What follows belongs to an exercise in optimizing a design on an open flow for small area; a production flow would make more cautious choices. RTL that was checked went through simulation tests only; none was proved equivalent to the original. For run 3, only the layout was checked, not whether the RTL still works. Power figures rest on the tool's default switching activity, not on a simulated workload.

**flow/flow/run.sh**
```bash
#!/bin/bash
# Standard ORFS layout with these changes:
# - plain buffers (buf_1, instead of the delay cell buffer_ports picks by default) on the ports;
# - the slow OR3/OR4 cells (stacked PMOS) are not used, on top of the platform's don't-use list,
#   so the register file's read trees are built from NAND/NOR/AOI cells.
# - clock tree: clkbuf_16 buffers, clusters of up to 24 sinks within 80 um, no dummy loads.
set -euo pipefail
export BUFFER_PORTS_ARGS="-buffer_cell sky130_fd_sc_hd__buf_1"
platform_dont_use="sky130_fd_sc_hd__probe_p_8 sky130_fd_sc_hd__probec_p_8 sky130_fd_sc_hd__lpflow_bleeder_1 sky130_fd_sc_hd__lpflow_clkbufkapwr_1 sky130_fd_sc_hd__lpflow_clkbufkapwr_16 sky130_fd_sc_hd__lpflow_clkbufkapwr_2 sky130_fd_sc_hd__lpflow_clkbufkapwr_4 sky130_fd_sc_hd__lpflow_clkbufkapwr_8 sky130_fd_sc_hd__lpflow_clkinvkapwr_1 sky130_fd_sc_hd__lpflow_clkinvkapwr_16 sky130_fd_sc_hd__lpflow_clkinvkapwr_2 sky130_fd_sc_hd__lpflow_clkinvkapwr_4 sky130_fd_sc_hd__lpflow_clkinvkapwr_8 sky130_fd_sc_hd__lpflow_decapkapwr_12 sky130_fd_sc_hd__lpflow_decapkapwr_3 sky130_fd_sc_hd__lpflow_decapkapwr_4 sky130_fd_sc_hd__lpflow_decapkapwr_6 sky130_fd_sc_hd__lpflow_decapkapwr_8 sky130_fd_sc_hd__lpflow_inputiso0n_1 sky130_fd_sc_hd__lpflow_inputiso0p_1 sky130_fd_sc_hd__lpflow_inputiso1n_1 sky130_fd_sc_hd__lpflow_inputiso1p_1 sky130_fd_sc_hd__lpflow_inputisolatch_1 sky130_fd_sc_hd__lpflow_isobufsrc_1 sky130_fd_sc_hd__lpflow_isobufsrc_16 sky130_fd_sc_hd__lpflow_isobufsrc_2 sky130_fd_sc_hd__lpflow_isobufsrc_4 sky130_fd_sc_hd__lpflow_isobufsrc_8 sky130_fd_sc_hd__lpflow_isobufsrckapwr_16 sky130_fd_sc_hd__lpflow_lsbuf_lh_hl_isowell_tap_1 sky130_fd_sc_hd__lpflow_lsbuf_lh_hl_isowell_tap_2 sky130_fd_sc_hd__lpflow_lsbuf_lh_hl_isowell_tap_4 sky130_fd_sc_hd__lpflow_lsbuf_lh_isowell_4 sky130_fd_sc_hd__lpflow_lsbuf_lh_isowell_tap_1 sky130_fd_sc_hd__lpflow_lsbuf_lh_isowell_tap_2 sky130_fd_sc_hd__lpflow_lsbuf_lh_isowell_tap_4 "
slow_or=" sky130_fd_sc_hd__or4_1 sky130_fd_sc_hd__or4_2 sky130_fd_sc_hd__or4_4 sky130_fd_sc_hd__or4b_1 sky130_fd_sc_hd__or4b_2 sky130_fd_sc_hd__or4b_4 sky130_fd_sc_hd__or4bb_1 sky130_fd_sc_hd__or4bb_2 sky130_fd_sc_hd__or4bb_4 sky130_fd_sc_hd__or3_1 sky130_fd_sc_hd__or3_2 sky130_fd_sc_hd__or3_4 sky130_fd_sc_hd__or3b_1 sky130_fd_sc_hd__or3b_2 sky130_fd_sc_hd__or3b_4"
export CTS_ARGS="-sink_clustering_enable -repair_clock_nets -dont_use_dummy_load -sink_clustering_size 24 -sink_clustering_max_diameter 80 -buf_list sky130_fd_sc_hd__clkbuf_16"
bash standard.sh DONT_USE_CELLS="$platform_dont_use $slow_or" finish > standard_flow.log 2>&1
```
**flow/standard.sh**
```bash
#!/bin/bash
# synth_recipe.tcl (not shown) runs the flow's synth.tcl, then flattens the netlist and writes it again
# the make line also repeats each setting of config.mk as NAME=value (left out here)
make -C /OpenROAD-flow-scripts/flow DESIGN_CONFIG=/design/flow/config.mk WORK_HOME=/design/flow/orfs CLKGATE_MAP_FILE= SYNTH_SCRIPT=/design/flow/synth_recipe.tcl "${@:-finish}"
```
**flow/config.mk**
```make
export PLATFORM = sky130hd
export DESIGN_NAME = id_stage_top
export DESIGN_NICKNAME = id_stage_top
export VERILOG_FILES = /design/flow/design.v
export SDC_FILE = /design/flow/constraint.sdc
export NUM_CORES = 4
export LEC_CHECK = 0
export CAP_MARGIN = 20
export CELL_PAD_IN_SITES_GLOBAL_PLACEMENT = 1
export CORE_MARGIN = 2
export CORE_UTILIZATION = 35
export PLACE_DENSITY = 0.6
export SETUP_SLACK_MARGIN = 0.1
export SLEW_MARGIN = 20
```
**flow/constraint.sdc**
```tcl
create_clock -name core_clock -period 4.0 [get_ports {clk}]
set_input_delay 0.8000 -clock core_clock [delete_from_list [all_inputs] [get_ports {clk}]]
set_output_delay 0.8000 -clock core_clock [all_outputs]
set_load 0.01 [all_outputs]
```
**flow/design.v**
```verilog
package id_pkg;
	typedef struct packed {
		logic [6:0] funct7;
		logic [5-1:0] rs2;
		logic [5-1:0] rs1;
		logic [2:0] funct3;
		logic [5-1:0] rd;
		logic [6:0] opcode;
	} instr_r_t;
	typedef struct packed {
		logic [11:0] imm12;
		logic [5-1:0] rs1;
		logic [2:0] funct3;
		logic [5-1:0] rd;
		logic [6:0] opcode;
	} instr_i_t;
	typedef union packed {
		instr_r_t r;  
		instr_i_t i;  
	} instr_t;
	typedef enum logic [2:0] {
		FMT_R, FMT_I, FMT_S, FMT_B, FMT_U, FMT_J
	} fmt_e;
	typedef enum logic [3:0] {
		ADD, SUB, SLL, SLT, SLTU, XOR, SRL, SRA, OR, AND, LUI, AUIPC
	} alu_op_e;
	typedef enum logic [2:0] {
		BEQ, BNE, BLT, BGE, BLTU, BGEU
	} br_type_e;
	typedef enum logic [1:0] {
		B, HW, W, DW
	} mem_unit_e;
	typedef enum logic [1:0] {
		NONE, RS1, RS1_RS2
	} chk_regs_e;
	typedef struct packed {
		logic en;
		logic [5-1:0] addr;
		logic [64-1:0] data;
	} wb_wr_t;
	typedef struct packed {
		logic [5-1:0] rs1;
		logic [5-1:0] rs2;
		chk_regs_e check;
	} hazard_t;
	typedef struct packed {
		logic valid;  
		fmt_e format;
		alu_op_e alu_op;
		logic alu_src;  
		logic is_branch;
		br_type_e br_type;
		logic mem_rd;
		logic mem_wr;
		logic mem_to_reg;
		mem_unit_e mem_unit;
		logic mem_signed;
		logic rf_wr;
		logic [5-1:0] rf_wr_addr;
		logic word_op;  
	} dec_ctrl_t;
	typedef struct packed {
		dec_ctrl_t ctrl;
		logic [64-1:0] pc;
		logic [64-1:0] rs1_data;
		logic [64-1:0] rs2_data;
		logic [64-1:0] imm;
	} id_out_t;
endpackage
module regfile_2r1w (
	input logic clk,
	input logic rst_n,
	input logic i_rd_en,  
	input logic [5-1:0] i_raddr_a,  
	input logic [5-1:0] i_raddr_b,
	input id_pkg::wb_wr_t i_wb,
	output logic [64-1:0] o_rdata_a,
	output logic [64-1:0] o_rdata_b
);
	logic wq_en;
	logic [5-1:0] wq_addr;
	logic [64-1:0] wq_data;
	always_ff @(posedge clk) begin
		wq_en <= i_wb.en && (i_wb.addr != '0);
		wq_addr <= i_wb.addr;
		wq_data <= i_wb.data;
	end
	logic [64-1:0] regs [1:32-1];  
	logic [32-1:1] sel_a;
	logic [32-1:1] sel_b;
	genvar k;
	generate
		for (k = 1; k < 32; k = k + 1) begin : g_row
			always_ff @(posedge clk) begin
				if (wq_en && (wq_addr == k)) begin
					regs[k] <= wq_data;
				end
			end
			always_ff @(posedge clk or negedge rst_n) begin
				if (!rst_n) begin
					sel_a[k] <= 1'b0;
					sel_b[k] <= 1'b0;
				end else begin
					sel_a[k] <= i_rd_en && (i_raddr_a == k);
					sel_b[k] <= i_rd_en && (i_raddr_b == k);
				end
			end
		end
	endgenerate
	always_comb begin
		o_rdata_a = '0;
		o_rdata_b = '0;
		for (int r = 1; r < 32; r = r + 1) begin
			o_rdata_a = o_rdata_a | ({64{sel_a[r]}} & regs[r]);
			o_rdata_b = o_rdata_b | ({64{sel_b[r]}} & regs[r]);
		end
	end
endmodule
module imm_gen (
	input id_pkg::instr_t i_instr,
	input id_pkg::fmt_e i_format,
	output logic [64-1:0] o_imm
);
	logic sign;  
	assign sign = i_instr.i.imm12[11];
	always_comb begin
		case (i_format)
			id_pkg::FMT_I: begin
				o_imm = {{(64-12){sign}}, i_instr.i.imm12};
			end
			id_pkg::FMT_S: begin
				o_imm = {{(64-12){sign}}, i_instr.i.imm12[11:5], i_instr.i.rd};
			end
			id_pkg::FMT_B: begin
				o_imm = {{(64-13){sign}}, sign,
					i_instr.i.rd[0],  
					i_instr.i.imm12[10:5],
					i_instr.i.rd[4:1],
					1'b0};
			end
			id_pkg::FMT_U: begin
				o_imm = {{(64-32){sign}}, i_instr.i.imm12, i_instr.i.rs1,
					i_instr.i.funct3, 12'b0};
			end
			id_pkg::FMT_J: begin
				o_imm = {{(64-21){sign}}, sign,
					i_instr.i.rs1, i_instr.i.funct3,  
					i_instr.i.imm12[0],  
					i_instr.i.imm12[10:1],
					1'b0};
			end
			default: begin
				o_imm = '0;  
			end
		endcase
	end
endmodule
module instr_decoder (
	input id_pkg::instr_t i_instr,
	output id_pkg::dec_ctrl_t o_ctrl,
	output id_pkg::chk_regs_e o_check
);
	logic [6:0] opcode;
	logic [2:0] funct3;
	logic [6:0] funct7;
	logic word_form;  
	logic shamt_hi_ok;  
	assign opcode = i_instr.r.opcode;
	assign funct3 = i_instr.r.funct3;
	assign funct7 = i_instr.r.funct7;
	assign word_form = (opcode == 7'b0111011) || (opcode == 7'b0011011);
	assign shamt_hi_ok = !(word_form && funct7[0]);
	always_comb begin
		o_ctrl = '0;  
		o_check = id_pkg::NONE;
		case (opcode)
			7'b0110111: begin
				o_ctrl.valid = 1'b1;
				o_ctrl.format = id_pkg::FMT_U;
				o_ctrl.alu_op = id_pkg::LUI;
				o_ctrl.alu_src = 1'b1;
				o_ctrl.rf_wr = 1'b1;
			end
			7'b0010111: begin
				o_ctrl.valid = 1'b1;
				o_ctrl.format = id_pkg::FMT_U;
				o_ctrl.alu_op = id_pkg::AUIPC;
				o_ctrl.alu_src = 1'b1;
				o_ctrl.rf_wr = 1'b1;
			end
			7'b1101111: begin
				o_ctrl.valid = 1'b1;
				o_ctrl.format = id_pkg::FMT_J;
				o_ctrl.alu_op = id_pkg::ADD;  
				o_ctrl.alu_src = 1'b1;
				o_ctrl.is_branch = 1'b1;
				o_ctrl.rf_wr = 1'b1;
			end
			7'b1100111: begin
				o_ctrl.valid = (funct3 == 3'b000);
				o_ctrl.format = id_pkg::FMT_I;
				o_ctrl.alu_op = id_pkg::ADD;
				o_ctrl.alu_src = 1'b1;
				o_ctrl.is_branch = 1'b1;
				o_ctrl.rf_wr = o_ctrl.valid;
				o_check = id_pkg::RS1;
			end
			7'b1100011: begin
				o_ctrl.valid = 1'b1;
				o_ctrl.format = id_pkg::FMT_B;
				o_ctrl.alu_op = id_pkg::SUB;  
				o_ctrl.is_branch = 1'b1;
				o_check = id_pkg::RS1_RS2;
				case (funct3)
					3'b000: o_ctrl.br_type = id_pkg::BEQ;
					3'b001: o_ctrl.br_type = id_pkg::BNE;
					3'b100: o_ctrl.br_type = id_pkg::BLT;
					3'b101: o_ctrl.br_type = id_pkg::BGE;
					3'b110: o_ctrl.br_type = id_pkg::BLTU;
					3'b111: o_ctrl.br_type = id_pkg::BGEU;
					default: o_ctrl.valid = 1'b0;  
				endcase
			end
			7'b0010011, 7'b0011011: begin
				o_ctrl.valid = 1'b1;
				o_ctrl.format = id_pkg::FMT_I;
				o_ctrl.alu_src = 1'b1;
				o_ctrl.word_op = word_form;
				o_check = id_pkg::RS1;
				case (funct3)
					3'b000: begin
						o_ctrl.alu_op = id_pkg::ADD;
					end
					3'b001: begin
						o_ctrl.alu_op = id_pkg::SLL;
						o_ctrl.valid = (funct7[6:1] == '0) && shamt_hi_ok;
					end
					3'b101: begin
						if (funct7[5]) begin
							o_ctrl.alu_op = id_pkg::SRA;
						end else begin
							o_ctrl.alu_op = id_pkg::SRL;
						end
						o_ctrl.valid = !funct7[6] && (funct7[4:1] == '0) && shamt_hi_ok;
					end
					3'b010: begin
						o_ctrl.alu_op = id_pkg::SLT;
						o_ctrl.valid = !word_form;
					end
					3'b011: begin
						o_ctrl.alu_op = id_pkg::SLTU;
						o_ctrl.valid = !word_form;
					end
					3'b100: begin
						o_ctrl.alu_op = id_pkg::XOR;
						o_ctrl.valid = !word_form;
					end
					3'b110: begin
						o_ctrl.alu_op = id_pkg::OR;
						o_ctrl.valid = !word_form;
					end
					default: begin
						o_ctrl.alu_op = id_pkg::AND;
						o_ctrl.valid = !word_form;
					end
				endcase
				o_ctrl.rf_wr = o_ctrl.valid;
			end
			7'b0110011, 7'b0111011: begin
				o_ctrl.valid = 1'b1;
				o_ctrl.format = id_pkg::FMT_R;
				o_ctrl.word_op = word_form;
				o_check = id_pkg::RS1_RS2;
				case (funct3)
					3'b000: begin
						if (funct7 == 7'b0100000) begin
							o_ctrl.alu_op = id_pkg::SUB;
						end else begin
							o_ctrl.alu_op = id_pkg::ADD;
							o_ctrl.valid = (funct7 == 7'b0000000);
						end
					end
					3'b101: begin
						if (funct7 == 7'b0100000) begin
							o_ctrl.alu_op = id_pkg::SRA;
						end else begin
							o_ctrl.alu_op = id_pkg::SRL;
							o_ctrl.valid = (funct7 == 7'b0000000);
						end
					end
					3'b001: begin
						o_ctrl.alu_op = id_pkg::SLL;
						o_ctrl.valid = (funct7 == 7'b0000000);
					end
					3'b010: o_ctrl.alu_op = id_pkg::SLT;
					3'b011: o_ctrl.alu_op = id_pkg::SLTU;
					3'b100: o_ctrl.alu_op = id_pkg::XOR;
					3'b110: o_ctrl.alu_op = id_pkg::OR;
					default: o_ctrl.alu_op = id_pkg::AND;
				endcase
				if (funct3 != 3'b000 && funct3 != 3'b101 && funct3 != 3'b001) begin
					o_ctrl.valid = (funct7 == 7'b0000000) && !word_form;
				end
				o_ctrl.rf_wr = o_ctrl.valid;
			end
			7'b0000011: begin
				o_ctrl.valid = 1'b1;
				o_ctrl.format = id_pkg::FMT_I;
				o_ctrl.alu_op = id_pkg::ADD;  
				o_ctrl.alu_src = 1'b1;
				o_ctrl.mem_signed = 1'b1;
				o_check = id_pkg::RS1;
				case (funct3)
					3'b000: o_ctrl.mem_unit = id_pkg::B;
					3'b001: o_ctrl.mem_unit = id_pkg::HW;
					3'b010: o_ctrl.mem_unit = id_pkg::W;
					3'b011: o_ctrl.mem_unit = id_pkg::DW;
					3'b100: begin
						o_ctrl.mem_unit = id_pkg::B;
						o_ctrl.mem_signed = 1'b0;
					end
					3'b101: begin
						o_ctrl.mem_unit = id_pkg::HW;
						o_ctrl.mem_signed = 1'b0;
					end
					3'b110: begin
						o_ctrl.mem_unit = id_pkg::W;
						o_ctrl.mem_signed = 1'b0;
					end
					default: o_ctrl.valid = 1'b0;  
				endcase
				o_ctrl.mem_rd = o_ctrl.valid;
				o_ctrl.mem_to_reg = o_ctrl.valid;
				o_ctrl.rf_wr = o_ctrl.valid;
			end
			7'b0100011: begin
				o_ctrl.valid = 1'b1;
				o_ctrl.format = id_pkg::FMT_S;
				o_ctrl.alu_op = id_pkg::ADD;
				o_ctrl.alu_src = 1'b1;
				o_check = id_pkg::RS1_RS2;  
				case (funct3)
					3'b000: o_ctrl.mem_unit = id_pkg::B;
					3'b001: o_ctrl.mem_unit = id_pkg::HW;
					3'b010: o_ctrl.mem_unit = id_pkg::W;
					3'b011: o_ctrl.mem_unit = id_pkg::DW;
					default: o_ctrl.valid = 1'b0;
				endcase
				o_ctrl.mem_wr = o_ctrl.valid;
			end
			default: begin
				o_ctrl.valid = 1'b0;
			end
		endcase
		if (o_ctrl.rf_wr) begin
			o_ctrl.rf_wr_addr = i_instr.r.rd;
		end
	end
endmodule
module id_stage (
	input logic clk,
	input logic rst_n,
	input id_pkg::instr_t i_if_instr,
	input logic i_if_valid,
	input logic [64-1:0] i_if_pc,
	input logic i_ex_ready,
	input logic i_ex_branch_taken,
	input logic i_ex_jump_taken,
	input id_pkg::wb_wr_t i_wb,
	output logic o_id_ready,
	output id_pkg::hazard_t o_hazard,
	output id_pkg::id_out_t o_id2ex
);
	logic accept;  
	logic slot_q;  
	logic opc_lo_q;  
	logic [31:2] instr_q;
	logic [64-1:0] pc_q;
	id_pkg::instr_t instr_d;
	logic [64-1:0] rs1_data;
	logic [64-1:0] rs2_data;
	logic [64-1:0] imm;
	id_pkg::dec_ctrl_t ctrl;
	id_pkg::dec_ctrl_t ctrl_in;
	id_pkg::chk_regs_e check;
	id_pkg::chk_regs_e check_q;
	assign accept = i_if_valid && i_ex_ready && !i_ex_branch_taken && !i_ex_jump_taken;
	always_ff @(posedge clk or negedge rst_n) begin
		if (!rst_n) begin
			slot_q <= 1'b0;
		end else begin
			slot_q <= accept;
		end
	end
	always_ff @(posedge clk) begin
		instr_q <= i_if_instr[31:2];
		opc_lo_q <= (i_if_instr[1:0] == 2'b11);
		pc_q <= i_if_pc;
	end
	assign instr_d = {instr_q, opc_lo_q && slot_q, opc_lo_q && slot_q};
	regfile_2r1w u_regfile (
		.clk(clk),
		.rst_n(rst_n),
		.i_rd_en(accept),
		.i_raddr_a(i_if_instr.i.rs1),
		.i_raddr_b(i_if_instr.r.rs2),
		.i_wb(i_wb),
		.o_rdata_a(rs1_data),
		.o_rdata_b(rs2_data)
	);
	instr_decoder u_decoder (
		.i_instr(instr_d),
		.o_ctrl(ctrl),
		.o_check(check_q)
	);
	imm_gen u_imm_gen (
		.i_instr(instr_d),
		.i_format(ctrl.format),
		.o_imm(imm)
	);
	instr_decoder u_hazard_decoder (
		.i_instr(i_if_instr),
		.o_ctrl(ctrl_in),
		.o_check(check)
	);
	assign o_id2ex.ctrl = ctrl;
	assign o_id2ex.pc = slot_q ? pc_q : '0;
	assign o_id2ex.rs1_data = rs1_data;
	assign o_id2ex.rs2_data = rs2_data;
	assign o_id2ex.imm = imm;
	assign o_id_ready = i_ex_ready;  
	assign o_hazard.rs1 = i_if_instr.i.rs1;
	assign o_hazard.rs2 = i_if_instr.r.rs2;
	assign o_hazard.check = check;
endmodule
module id_stage_top (
	input logic clk,
	input logic rst_n,
	input logic [32-1:0] i_if_instr,
	input logic i_if_valid,
	input logic [64-1:0] i_if_pc,
	input logic i_ex_ready,
	input logic i_ex_branch_taken,
	input logic i_ex_jump_taken,
	input logic i_wb_en,
	input logic [5-1:0] i_wb_addr,
	input logic [64-1:0] i_wb_data,
	output logic o_id_ready,
	output logic [11:0] o_hazard,
	output logic [281:0] o_id2ex
);
	id_pkg::wb_wr_t wb;
	id_pkg::hazard_t hazard;
	id_pkg::id_out_t id2ex;
	assign wb.en = i_wb_en;
	assign wb.addr = i_wb_addr;
	assign wb.data = i_wb_data;
	id_stage u_id_stage (
		.clk(clk),
		.rst_n(rst_n),
		.i_if_instr(i_if_instr),
		.i_if_valid(i_if_valid),
		.i_if_pc(i_if_pc),
		.i_ex_ready(i_ex_ready),
		.i_ex_branch_taken(i_ex_branch_taken),
		.i_ex_jump_taken(i_ex_jump_taken),
		.i_wb(wb),
		.o_id_ready(o_id_ready),
		.o_hazard(hazard),
		.o_id2ex(id2ex)
	);
	assign o_hazard = hazard;
	assign o_id2ex = id2ex;
endmodule
```
==> impl_metrics.csv, run 1 <==
group,metric,value,unit
synthesis,synth_compound_area_share,17.7,%
synthesis,ys_ff_latch,2212,
clock_network,clk_latency,0.86,ns
floorplan,initial_core_util,35.2,%
synthesis,synth_edf_count,1984,
grt,grt_overflow_total,0,
timing,hold_viol_final,0,
final_layout,synthToLayoutAreaGrowth,16.4,%
grt,grtUsageTotal,35.9,%
synthesis,synth_area_leaders,"edfxtp_1, a22oi_1, dfxtp_1",
detailed_routing,routed_wl,481,mm
timing,max-slew-margin-rel,21.7,%
floorplan,die_w,504,um
setup_path,start_kind,"register",
synthesis,ys_seq_area_share,73.6,%
final_layout,nets,6450,
setup_path,cp.required,3.20,ns
clock_network,ctsLongestPathBuffers,3,
synthesis,synthFlopType,"edfxtp_1",
timing,rsz0062_at_grt,"yes",
timing,max_freq,0.250,GHz
min_path,holdPathStages,1,
timing,tightest_slew,1.17,ns
setup_path,r2r_slack,1.35,ns
clock_network,clkTransAtPathRegs,0.09,ns
final_layout,layout_common_cells,"edfxtp_1, a22oi_1, buf_1",
detailed_routing,via_count,72600,
final_layout,stdcell_area,102000,um^2
timing,post-route-period-util,100,%
floorplan,io-pin-count,467,
synthesis,synthArstFlopShare,2.85,%
power_and_ir_drop,p_comb_share,1.9,%
placement,gp_congestion,0.935,
synthesis,synth_top_family_by_area,"compound AO/OA/AOI/OAI gates",
detailed_routing,wl_per_cell,49.9,um
outcome,status,"finished with violations",
setup_path,endpoint_kind,"output port",
detailed_routing,vias_per_cell,7.53,
run,max-cap-violations,0,
synthesis,syn_area,87600,um^2
timing,setup_slack,-0.00486,ns
power_and_ir_drop,sw_frac_of_total,21.7,%
setup_path,r2r_cells,4,
clock_network,numCtsBuffers,121,
grt,grt_pass1_vias,66700,
setup_path,worstReg2RegStart,"u_id_stage.u_regfile.wq_en",
synthesis,synth_top_area_share,68.0,%
synthesis,syn-mean-instance-area,15.5,um^2
clock_network,tritoncts_num_sinks,2212,
power_and_ir_drop,switchingPower,8620,uW
clock_network,cts_tree,"done",
detailed_routing,firstDrtPassIters,20,
placement,hpwl,249,mm
detailed_routing,drt_iter0_markers,20100,
clock_network,htreeDepth,3,
grt,antenna_found_initial,41,
grt,grt_max_degree,65,
min_path,hp-class,"input pin to register",
grt,grt_pass1_wl,620,mm
setup_path,arrival,3.20,ns
setup_path,critPathKind,"register to output port",
setup_path,timing.rr.end,"u_id_stage.u_regfile.regs[14][24]",
power_and_ir_drop,power_density,389,nW/um^2
synthesis,postSynthNetCount,5811,
synthesis,yosys.area_share.adder,0,%
synthesis,synth_top_area_cell,"edfxtp_1",
final_layout,drive_above_1_share,12.4,%
outcome,so_faults,"setup timing",
timing,min_period,4.00,ns
placement,postPlaceCellArea,95500,um^2
synthesis,synthMuxAreaShare,0,%
timing,drv_slew,0,
power_and_ir_drop,clock_power_share,32.6,%
floorplan,die_y,504,um
power_and_ir_drop,irDropWorstVdd,0.424,mV
detailed_routing,drc,0,
synthesis,synth_xor_area_share,0.0200,%
power_and_ir_drop,seqPwrFrac,65.5,%
clock_network,clockRootBuffer,"clkbuf_16",
min_path,hp-start,"i_wb_data[22]",
power_and_ir_drop,leakagePower,0.0306,uW
floorplan,rows,183,
timing,holdWs,0.0339,ns
timing,skew,0.0948,ns
synthesis,netlist_instances,5639,
min_path,min_to,"u_id_stage.u_regfile.wq_data[22]",
synthesis,synth_cell_type_count,52,
placement,portBuffers,466,
setup_path,crit_fanout,16,
final_layout,mostFrequentLayoutCell,"edfxtp_1",
floorplan,dieArea,254000,um^2
floorplan,core,249000,um^2
synthesis,yosysWarnings,5,
power_and_ir_drop,p_int,31000,uW
timing,setup_viol_count_final,1,
detailed_routing,final_antenna_net_count,0,
synthesis,yosys.area_share.simple,6.24,%
==> cell families after synthesis <==
logic type | count (synthesis)
and+or+nand+nor | 935
AOI/OAI and AO/OA | 1973
buffers and inverters | 517
xor gates and xnor gates | 2
DFF | 2212
==> cell type report <==
| type | count | area [um^2] |
|---|---|---|
| fillers | 22700 | 147000 |
| flip-flops and latches | 2212 | 64700 |
| multi-input cells | 2910 | 21200 |
| repair buffers | 1023 | 8690 |
| well taps | 3330 | 4170 |
| clock buffers | 121 | 3030 |
| diodes | 34 | 85.1 |
| inverters | 10 | 37.5 |
==> synth_stat cells (all sizes together) (33+ instances only) <==
cell type / n
edfxtp: 1984
a22oi: 1529
nand4: 384
clkbuf: 301
nor2: 246
buf: 206
dfxtp: 165
a22o: 136
a221oi: 132
a222oi: 128
and4: 126
and2: 74
dfrtp: 63
nand2: 33
==> power by group through the flow <==
stage               combinational, uW  sequential, uW  clock, uW
floorplan                         256           26300          0
global placement                  662           26500          0
detailed placement                662           26500          0
CTS                               700           25900      12900
global route                      750           26000      13600
finish                            736           26000      12900
==> metrics by stage <==
stage	util (%)	setup slack [ns]	cells	setup TNS [ns]	power [uW]
6_report	41.0	-0.00486	9640	-0.00486	39600
5_1_grt	41.0	0.0548	9612	0	40300
4_1_cts	40.3	0.0923	9461	0	39500
3_5_place_dp	38.4	0.810	9231	0	27100
3_3_place_gp	38.4	0.790	9230	0	27100
2_1_floorplan	-	0.0605	5639	0	26500
==> critical path, stage by stage (launching register included) <==
cell,delay (ns)
dfrtp_4,0.77
buf_4,0.36
a22o_1,0.24
a221oi_1,0.30
nand4_1,0.41
buf_1,0.25
==> per-layer routing <==
layer | global-route usage (%) | vias to the layer above | wire length [um]
met4 | 23.4 | 24 | 40000
li1 | - | 25200 | -
met1 | 45.4 | 36100 | 162000
met2 | 51.0 | 9013 | 197000
met5 | 1.01 | - | 520
met3 | 13.7 | 2259 | 81100
==> timing repair <==
item / in CTS / in global routing
resized for setup: 1 / 12
pin swaps: 5 / 7
endpoints found under the hold margin: 18 / 0
hold buffers: 18 / 0
buffers inserted: 91 / 144
endpoints found under the setup margin: 154 / 26
==> sequential cells by signal (all words and copies together), names as in the netlist, 5 cells and up <==
name	flops
u_id_stage.u_regfile.regs	1984
u_id_stage.pc_q	64
u_id_stage.u_regfile.wq_data	64
u_id_stage.u_regfile.sel_a	31
u_id_stage.u_regfile.sel_b	31
u_id_stage.instr_q	30
u_id_stage.u_regfile.wq_addr	5
==> how the worst max path moves through the flow <==
stage | cells past startpoint | endpoint | start | slack, ns
2_1_floorplan | 3 | u_id_stage.u_regfile.regs[28][0] | u_id_stage.u_regfile.wq_addr[1] | 0.06
3_3_place_gp | 5 | o_id2ex[167] | u_id_stage.u_regfile.sel_a[6] | 0.79
3_5_place_dp | 5 | o_id2ex[167] | u_id_stage.u_regfile.sel_a[6] | 0.81
4_1_cts | 6 | o_id2ex[167] | u_id_stage.u_regfile.sel_a[4] | 0.09
5_1_grt | 4 | o_id2ex[167] | u_id_stage.u_regfile.sel_a[26] | 0.05
6_report | 5 | o_id2ex[83] | u_id_stage.u_regfile.sel_b[4] | -0.005
==> inputs of run 2 (changes only) <==
==> flow/flow/run.sh (replaced) <==
#!/bin/bash
# Standard ORFS layout, with plain buffers (instead of the delay cell buffer_ports picks by
# default) on the input and output ports.
set -euo pipefail
export BUFFER_PORTS_ARGS="-buffer_cell sky130_fd_sc_hd__buf_2"
bash standard.sh finish > standard_flow.log 2>&1
==> flow/config.mk (replaced) <==
export PLATFORM = sky130hd
export DESIGN_NAME = id_stage_top
export DESIGN_NICKNAME = id_stage_top
export VERILOG_FILES = /design/flow/design.v
export SDC_FILE = /design/flow/constraint.sdc
export NUM_CORES = 4
export LEC_CHECK = 0
export CAP_MARGIN = 20
export CELL_PAD_IN_SITES_DETAIL_PLACEMENT = 1
export CELL_PAD_IN_SITES_GLOBAL_PLACEMENT = 2
export CORE_MARGIN = 2
export CORE_UTILIZATION = 30
export PLACE_DENSITY = 0.35
export SLEW_MARGIN = 20
==> impl_metrics.csv, run 2 <==
group,metric,value,unit
outcome,status,"finished with violations",
outcome,so_faults,"setup timing",
final_layout,mostFrequentLayoutCell,"edfxtp_1",
floorplan,rows,198,
final_layout,synthToLayoutAreaGrowth,28.2,%
synthesis,netlist_instances,5636,
setup_path,arrival,3.27,ns
grt,grt_pass1_wl,731,mm
setup_path,r2r_slack,1.31,ns
timing,max-slew-margin-rel,22.6,%
detailed_routing,final_antenna_net_count,0,
final_layout,layout_common_cells,"edfxtp_1, a22oi_1, buf_2",
clock_network,clk_latency,0.92,ns
setup_path,r2r_cells,4,
clock_network,clkTransAtPathRegs,0.06,ns
power_and_ir_drop,irDropWorstVdd,0.301,mV
synthesis,synth_top_area_cell,"edfxtp_1",
floorplan,core,291000,um^2
timing,drv_slew,0,
clock_network,clockRootBuffer,"clkbuf_16",
setup_path,startpoint,"u_id_stage.u_regfile.sel_a[16]",
floorplan,io-pin-count,467,
clock_network,cts_tree,"done",
synthesis,ys_ff_latch,2212,
power_and_ir_drop,leakagePower,0.0381,uW
synthesis,synth_area_leaders,"edfxtp_1, a22oi_1, dfxtp_1",
placement,place_ws,0.518,ns
grt,grt_pass1_vias,70400,
final_layout,seq_area,64700,um^2
grt,grt_overflow_total,0,
detailed_routing,via_count,72600,
synthesis,ys_seq_area_share,73.4,%
placement,portBuffers,466,
grt,grt_max_degree,65,
synthesis,yosysWarnings,5,
floorplan,dieArea,297000,um^2
setup_path,critPathCapture,"o_id2ex[132]",
setup_path,worstReg2RegStart,"u_id_stage.u_regfile.wq_en",
clock_network,tritoncts_num_sinks,2212,
synthesis,yosysMostFrequentCell,"edfxtp_1",
setup_path,timing.rr.end,"u_id_stage.u_regfile.regs[12][7]",
clock_network,htreeDepth,5,
placement,hpwl,312,mm
detailed_routing,wl_per_cell,53.2,um
timing,rsz0062_at_grt,"yes",
synthesis,yosys.area_share.adder,0,%
synthesis,postSynthNetCount,5808,
detailed_routing,vias_per_cell,6.72,
timing,tightest_slew,1.16,ns
floorplan,die_y,545,um
min_path,hp-class,"input pin to asynchronous set/reset pin",
timing,holdWs,0.0384,ns
grt,antenna_found_initial,34,
final_layout,nets,6847,
timing,min_period,4.07,ns
timing,post-route-period-util,102,%
synthesis,syn_area,87800,um^2
synthesis,synth_top_cells_by_count,"edfxtp_1, a22oi_1, nand3_1",
placement,gp_congestion,0.832,
synthesis,synth_edf_count,1984,
timing,setup_viol_count_final,15,
detailed_routing,routed_wl,575,mm
synthesis,synth_top_area_share,67.9,%
timing,skew,0.0466,ns
timing,setup_slack,-0.0658,ns
synthesis,synth_compound_area_share,17.9,%
run,max-cap-violations,0,
setup_path,crit_fanout,12,
detailed_routing,drt_iter0_markers,13100,
detailed_routing,firstDrtPassIters,8,
synthesis,synth_cell_type_count,53,
final_layout,multi_input_area,22000,um^2
synthesis,syn-mean-instance-area,15.6,um^2
setup_path,critPathKind,"register to output port",
timing,max_freq,0.246,GHz
synthesis,synthFlopType,"edfxtp_1",
power_and_ir_drop,power_density,460,nW/um^2
synthesis,synthArstFlopShare,2.85,%
floorplan,initial_core_util,30.2,%
synthesis,synthMuxAreaShare,0,%
setup_path,start_kind,"register",
final_layout,drive_above_1_share,26.7,%
clock_network,ctsLongestPathBuffers,4,
synthesis,yosys.area_share.simple,6.04,%
final_layout,top_regs,"u_id_stage.u_regfile.regs: 1984 flops, u_id_stage.pc_q: 64 flops, u_id_stage.u_regfile.wq_data: 64 flops",
grt,grtUsageTotal,37.5,%
timing,hold_viol_final,0,
detailed_routing,drc,0,
clock_network,numCtsBuffers,272,
final_layout,fill_cells,29100,
synthesis,synth_top_family_by_area,"compound AO/OA/AOI/OAI gates",
synthesis,synth_xor_area_share,0.00998,%
setup_path,endpoint_kind,"output port",
final_layout,largest_register,"u_id_stage.u_regfile.regs",
final_layout,largest_register_ffs,1984,
setup_path,cp.required,3.20,ns
floorplan,die_w,545,um
==> run 2: cell types whose count changed after synthesis, sizes merged, moves of 3 or more <==
cell	change
inv	-3
nor3	-5
and3	+6
nand3	+259
o2111ai	+3
buf	+32
and4	-126
or4	+129
nor2b	-4
a22oi	+3
clkbuf	-31
nand4	-128
nor2	-133
==> run 2: layout make-up <==
| type | instances | area share (%) |
|---|---|---|
| antenna | 22 | 0.0489 |
| clock buffer | 365 | 6.75 |
| clock inverter | 121 | 0.897 |
| inverter | 7 | 0.0233 |
| multi-input combinational | 2909 | 19.5 |
| sequential | 2212 | 57.5 |
| tap | 3900 | 4.34 |
| timing repair buffer | 1273 | 10.9 |
==> run 2: what timing repair did <==
action,CTS,global route
buffers inserted,251,38
endpoints found under the setup margin,161,53
endpoints found under the hold margin,142,0
hold buffers,142,0
pin swaps,30,34
resized for setup,220,59
gates cloned,9,6
==> run 2: critical path, cell delays in order (launching register included) <==
cell and delay (ns):
dfrtp_4 0.63, buf_12 0.21, buf_4 0.26, a22oi_1 0.25, nand3_1 0.11, or4_4 0.67
buf_2 0.19
==> run 2: stage by stage <==
stage	utilization (%)	cell area, um^2	instances	setup TNS (ns)	total power (uW)
after CTS	38.3	112000	10700	-0.250	52000
after global placement	33.5	97400	9859	0	27300
after global routing	38.7	113000	10800	-0.0345	52900
final	38.7	113000	10800	-0.267	51700
after floorplan	-	87800	5636	0	26500
after detailed placement	33.5	97500	9861	0	27300
==> run 2: worst min-delay path by stage <==
stage                                   endpoint  slack [ns]  depth (start not counted)
6_report          u_id_stage.u_regfile.sel_b[17]        0.04                          1
2_1_floorplan                  u_id_stage.slot_q        0.50                          0
3_5_place_dp   u_id_stage.u_regfile.regs[29][20]        0.76                          1
4_1_cts          u_id_stage.u_regfile.wq_addr[4]       0.001                          1
3_3_place_gp   u_id_stage.u_regfile.regs[29][20]        0.77                          1
5_1_grt          u_id_stage.u_regfile.wq_addr[4]        0.03                          1
==> run 2: logic make-up after synthesis <==
group / after synthesis
flip-flops: 2212
AO/OA/AOI/OAI: 1978
AND/OR/NAND/NOR: 930
buffers and inverters: 515
XOR/XNOR: 1
==> run 2: power breakdown <==
part	total, uW	switching (uW)	internal (uW)
registers	26000	504	25500
clock network	24800	10500	14300
logic	940	593	347
==> run 2: metal layers <==
layer	routed length [um]	GRT usage, %
met1	231000	50.1
met2	260000	59.2
met3	52000	6.06
met4	31500	18.1
met5	78	0
==> inputs of run 3 (changes only) <==
--- a/flow/design.v
+++ b/flow/design.v
@@ -69,50 +69,26 @@
 endpackage
 module regfile_2r1w (
 	input logic clk,
-	input logic rst_n,
-	input logic i_rd_en,  
-	input logic [5-1:0] i_raddr_a,  
+	input logic [5-1:0] i_raddr_a,
 	input logic [5-1:0] i_raddr_b,
 	input id_pkg::wb_wr_t i_wb,
 	output logic [64-1:0] o_rdata_a,
 	output logic [64-1:0] o_rdata_b
 );
-	logic wq_en;
-	logic [5-1:0] wq_addr;
-	logic [64-1:0] wq_data;
-	always_ff @(posedge clk) begin
-		wq_en <= i_wb.en && (i_wb.addr != '0);
-		wq_addr <= i_wb.addr;
-		wq_data <= i_wb.data;
-	end
 	logic [64-1:0] regs [1:32-1];  
-	logic [32-1:1] sel_a;
-	logic [32-1:1] sel_b;
-	genvar k;
-	generate
-		for (k = 1; k < 32; k = k + 1) begin : g_row
-			always_ff @(posedge clk) begin
-				if (wq_en && (wq_addr == k)) begin
-					regs[k] <= wq_data;
-				end
-			end
-			always_ff @(posedge clk or negedge rst_n) begin
-				if (!rst_n) begin
-					sel_a[k] <= 1'b0;
-					sel_b[k] <= 1'b0;
-				end else begin
-					sel_a[k] <= i_rd_en && (i_raddr_a == k);
-					sel_b[k] <= i_rd_en && (i_raddr_b == k);
-				end
-			end
+	always_ff @(posedge clk) begin
+		if (i_wb.en && (i_wb.addr != '0)) begin
+			regs[i_wb.addr] <= i_wb.data;
 		end
-	endgenerate
+	end
 	always_comb begin
 		o_rdata_a = '0;
 		o_rdata_b = '0;
-		for (int r = 1; r < 32; r = r + 1) begin
-			o_rdata_a = o_rdata_a | ({64{sel_a[r]}} & regs[r]);
-			o_rdata_b = o_rdata_b | ({64{sel_b[r]}} & regs[r]);
+		if (i_raddr_a != '0) begin
+			o_rdata_a = regs[i_raddr_a];
+		end
+		if (i_raddr_b != '0) begin
+			o_rdata_b = regs[i_raddr_b];
 		end
 	end
 endmodule
@@ -371,37 +347,15 @@
 	output id_pkg::hazard_t o_hazard,
 	output id_pkg::id_out_t o_id2ex
 );
-	logic accept;  
-	logic slot_q;  
-	logic opc_lo_q;  
-	logic [31:2] instr_q;
-	logic [64-1:0] pc_q;
-	id_pkg::instr_t instr_d;
 	logic [64-1:0] rs1_data;
 	logic [64-1:0] rs2_data;
 	logic [64-1:0] imm;
 	id_pkg::dec_ctrl_t ctrl;
-	id_pkg::dec_ctrl_t ctrl_in;
 	id_pkg::chk_regs_e check;
-	id_pkg::chk_regs_e check_q;
-	assign accept = i_if_valid && i_ex_ready && !i_ex_branch_taken && !i_ex_jump_taken;
-	always_ff @(posedge clk or negedge rst_n) begin
-		if (!rst_n) begin
-			slot_q <= 1'b0;
-		end else begin
-			slot_q <= accept;
-		end
-	end
-	always_ff @(posedge clk) begin
-		instr_q <= i_if_instr[31:2];
-		opc_lo_q <= (i_if_instr[1:0] == 2'b11);
-		pc_q <= i_if_pc;
-	end
-	assign instr_d = {instr_q, opc_lo_q && slot_q, opc_lo_q && slot_q};
+	id_pkg::id_out_t id2ex_d;
+	logic accept;  
 	regfile_2r1w u_regfile (
 		.clk(clk),
-		.rst_n(rst_n),
-		.i_rd_en(accept),
 		.i_raddr_a(i_if_instr.i.rs1),
 		.i_raddr_b(i_if_instr.r.rs2),
 		.i_wb(i_wb),
@@ -409,25 +363,30 @@
 		.o_rdata_b(rs2_data)
 	);
 	instr_decoder u_decoder (
-		.i_instr(instr_d),
+		.i_instr(i_if_instr),
 		.o_ctrl(ctrl),
-		.o_check(check_q)
+		.o_check(check)
 	);
 	imm_gen u_imm_gen (
-		.i_instr(instr_d),
+		.i_instr(i_if_instr),
 		.i_format(ctrl.format),
 		.o_imm(imm)
 	);
-	instr_decoder u_hazard_decoder (
-		.i_instr(i_if_instr),
-		.o_ctrl(ctrl_in),
-		.o_check(check)
-	);
-	assign o_id2ex.ctrl = ctrl;
-	assign o_id2ex.pc = slot_q ? pc_q : '0;
-	assign o_id2ex.rs1_data = rs1_data;
-	assign o_id2ex.rs2_data = rs2_data;
-	assign o_id2ex.imm = imm;
+	assign accept = i_if_valid && i_ex_ready && !i_ex_branch_taken && !i_ex_jump_taken;
+	assign id2ex_d.ctrl = ctrl;
+	assign id2ex_d.pc = i_if_pc;
+	assign id2ex_d.rs1_data = rs1_data;
+	assign id2ex_d.rs2_data = rs2_data;
+	assign id2ex_d.imm = imm;
+	always_ff @(posedge clk or negedge rst_n) begin
+		if (!rst_n) begin
+			o_id2ex <= '0;
+		end else if (accept) begin
+			o_id2ex <= id2ex_d;
+		end else begin
+			o_id2ex <= '0;
+		end
+	end
 	assign o_id_ready = i_ex_ready;  
 	assign o_hazard.rs1 = i_if_instr.i.rs1;
 	assign o_hazard.rs2 = i_if_instr.r.rs2;
==> flow/run.sh (new file) <==
#!/bin/bash
# synth_recipe.tcl (not shown) runs the flow's synth.tcl, then flattens the netlist and writes it again
# the make line also repeats each setting of config.mk as NAME=value (left out here)
make -C /OpenROAD-flow-scripts/flow DESIGN_CONFIG=/design/flow/config.mk WORK_HOME=/design/flow/orfs CLKGATE_MAP_FILE= SYNTH_SCRIPT=/design/flow/synth_recipe.tcl finish
==> flow/config.mk (replaced) <==
export PLATFORM = sky130hd
export DESIGN_NAME = id_stage_top
export DESIGN_NICKNAME = id_stage_top
export VERILOG_FILES = /design/flow/design.v
export SDC_FILE = /design/flow/constraint.sdc
export NUM_CORES = 4
export LEC_CHECK = 0
export CAP_MARGIN = 20
export CORE_MARGIN = 2
export CORE_UTILIZATION = 45
export SLEW_MARGIN = 20
removed: flow/flow/run.sh
removed: flow/standard.sh
==> impl_metrics.csv, run 3 <==
group,metric,value,unit
final_layout,layout_common_cells,"edfxtp_1, mux4_2, clkdlybuf4s50_1",
floorplan,io-pin-count,467,
detailed_routing,final_antenna_net_count,0,
synthesis,synth_top_area_cell,"edfxtp_1",
clock_network,cts_tree,"done",
floorplan,initial_core_util,45.2,%
setup_path,critPathKind,"input pin to output port",
synthesis,synth_edf_count,1984,
grt,antenna_found_initial,32,
clock_network,clkTransAtPathRegs,0.06,ns
clock_network,post_cts_buffers,0,
placement,portBuffers,466,
synthesis,netlist_instances,5446,
timing,max_freq,0.267,GHz
timing,setup_slack,0.255,ns
synthesis,synth_area_leaders,"edfxtp_1, mux4_2, dfrtp_1",
floorplan,core,222000,um^2
clock_network,ctsLongestPathBuffers,3,
synthesis,synth_top_area_share,59.4,%
setup_path,start_kind,"input pin",
timing,hold_viol_final,0,
synthesis,syn-mean-instance-area,18.4,um^2
placement,hpwl,189,mm
synthesis,syn_area,100000,um^2
clock_network,cts_hold_buf,1,
final_layout,synthToLayoutAreaGrowth,17.9,%
timing,skew,0.0507,ns
placement,place_ws,0.277,ns
detailed_routing,via_count,59600,
final_layout,largest_register_ffs,1984,
setup_path,crit_fanout,5,
final_layout,nets,6170,
synthesis,synth_cell_type_count,69,
final_layout,mostFrequentLayoutCell,"edfxtp_1",
setup_path,cp.required,3.20,ns
floorplan,die_w,476,um
synthesis,synthArstFlopShare,11.2,%
placement,postPlaceCellArea,111000,um^2
placement,gp_congestion,0.824,
final_layout,top_regs,"u_id_stage.u_regfile.regs: 1984 flops, u_id_stage.o_id2ex: 249 flops",
detailed_routing,vias_per_cell,6.50,
synthesis,ys_seq_area_share,65.6,%
clock_network,clk_latency,0.89,ns
timing,setup_viol_count_final,0,
min_path,hp-class,"input pin to register",
timing,post-route-period-util,93.6,%
clock_network,numCtsBuffers,232,
setup_path,arrival,2.95,ns
clock_network,clockRootBuffer,"clkbuf_16",
detailed_routing,routed_wl,318,mm
clock_network,htreeDepth,4,
detailed_routing,drt_iter0_markers,7429,
timing,drv_slew,0,
run,max-cap-violations,0,
grt,grt_pass1_vias,60400,
synthesis,ys_ff_latch,2233,
synthesis,synthFlopType,"edfxtp_1",
floorplan,die_y,476,um
clock_network,cts_resized,0,
grt,grtUsageTotal,27.9,%
final_layout,largest_register,"u_id_stage.u_regfile.regs",
outcome,status,"finished clean",
synthesis,yosysMostFrequentCell,"edfxtp_1",
power_and_ir_drop,p_total,51300,uW
detailed_routing,drc,0,
timing,min_period,3.75,ns
power_and_ir_drop,leakagePower,0.0395,uW
floorplan,dieArea,227000,um^2
synthesis,synth_top_cells_by_count,"edfxtp_1, mux4_2, mux2i_1",
floorplan,rows,173,
final_layout,drive_above_1_share,27.3,%
timing,tightest_slew,1.18,ns
timing,rsz0062_at_grt,"no",
power_and_ir_drop,power_density,434,nW/um^2
setup_path,endpoint_kind,"output port",
power_and_ir_drop,irDropWorstVdd,0.417,mV
clock_network,tritoncts_num_sinks,2233,
timing,max-slew-margin-rel,21.0,%
detailed_routing,wl_per_cell,34.6,um
grt,grt_overflow_total,0,
detailed_routing,firstDrtPassIters,6,
grt,grt_max_degree,81,
final_layout,stdcell_area,118000,um^2
synthesis,postSynthNetCount,5623,
synthesis,yosysWarnings,4,
grt,grt_pass1_wl,446,mm
## run 3: changes by cell type in the layout (fill, tap and decap cells not counted), moves of 180 or more
cell and delta:
a22oi_1 -1515, buf_2 -450, mux2i_1 +324, nand2_1 +180, a21oi_1 +181, nand4_1 -245
buf_4 -191, a211oi_1 +216, mux4_2 +853, clkdlybuf4s50_1 +446, dfrtp_1 +249, nand3_1 -248
## run 3: final cells by class
cell class	count	area, um^2
inverter	9	41.3
clock inverter	101	976
clock buffer	336	6610
antenna	9	22.5
timing repair buffer	788	8830
sequential	2233	65800
multi-input combinational	2729	32300
fill	17400	104000
tap	2975	3720
## run 3: final timing paths
path	end	cells after the start	startpoint	slack, ns
setup / recovery	o_hazard[0]	4	i_if_instr[2]	0.25
hold / removal	u_id_stage.u_regfile.regs[3][18]	1	i_wb_data[18]	0.41
setup reg to reg	u_id_stage.o_id2ex[125]	4	u_id_stage.u_regfile.regs[14][61]	1.89
hold reg to reg	u_id_stage.o_id2ex[104]	3	u_id_stage.u_regfile.regs[31][40]	0.77
max in group asynchronous	u_id_stage.o_id2ex[232]	3	rst_n	2.50
min in group asynchronous	u_id_stage.o_id2ex[178]	2	rst_n	0.55
## run 3: power breakdown
part	total (uW)	internal [uW]	switching [uW]	leakage, uW
clock network	21500	12200	9290	0.00373
logic	4000	1740	2270	0.0144
registers	25800	25700	141	0.0213
## run 3: worst max-delay path, stage by stage
cell and delay (ns):
clkdlybuf4s50_1 0.52, or4b_2 0.78, a21oi_1 0.25, clkdlybuf4s50_1 0.58
## run 3: through the flow
step / util, % / setup TNS [ns] / cells / hold slack (ns)
after CTS: 53.3 / 0 / 9168 / 0.407
after detailed placement: 49.9 / 0 / 8730 / 0.753
final: 53.3 / 0 / 9180 / 0.410
after global placement: 49.9 / 0 / 8730 / 0.743
after global routing: 53.3 / 0 / 9178 / 0.431
after floorplan: - / -364.87 / 5446 / 0.504
## run 3: cells by family (layout without fill, tap and decap cells)
logic type               after synthesis  after routing  synth area share, %
AND/OR/NAND/NOR                      727            727                 3.34
multiplexers                        1258           1258                 23.4
buffers and inverters                484           1234                 2.50
AO/OA/AOI/OAI                        739            739                 5.06
other                                  0              9                    0
adder cells (fa/ha/maj)                5              5               0.0624
flip-flops                          2233           2233                 65.6
## run 3: layer usage
metal  GRT usage (%)  vias to the layer above  part of all wire, %
met2            45.2                     3121                   48
met1            38.1                    32100                   39
met4            9.56                       24                  3.4
li1                -                    23900                    -
met5               0                        -                0.053
met3            5.21                      580                  9.1

[static timing again, ports no longer ideal]
Ports are ideal in the flow. The routed layouts listed here were re-timed in OpenROAD.
Step 1 assumes that a clkbuf_16 drives the clock port and a buf_2 every other input.
Step 2 also shifts input and output timing later by t, the mid clock arrival at the registers, as if the neighbouring blocks saw the same clock.
Slacks: no drivers / after step 1 / after step 2; pairs: no drivers / after step 1.
run	t (ns)	slack for setup (ns)	worst hold slack (ns)	worst slew at a driven data input, ns
run 1	0.930	-0.005 / -0.108 / 0.822	0.034 / -0.047 / 0.673	0.19
run 2	0.993	-0.066 / -0.167 / 0.827	0.038 / -0.027 / 0.739	0.06
run 3	0.962	0.255 / 0.230 / 0.230	0.410 / 0.341 / 0.766	0.18
For run 3, which loses most, drivers alone change the setup slack by -0.025 ns; drivers and shift together by -0.025 ns.
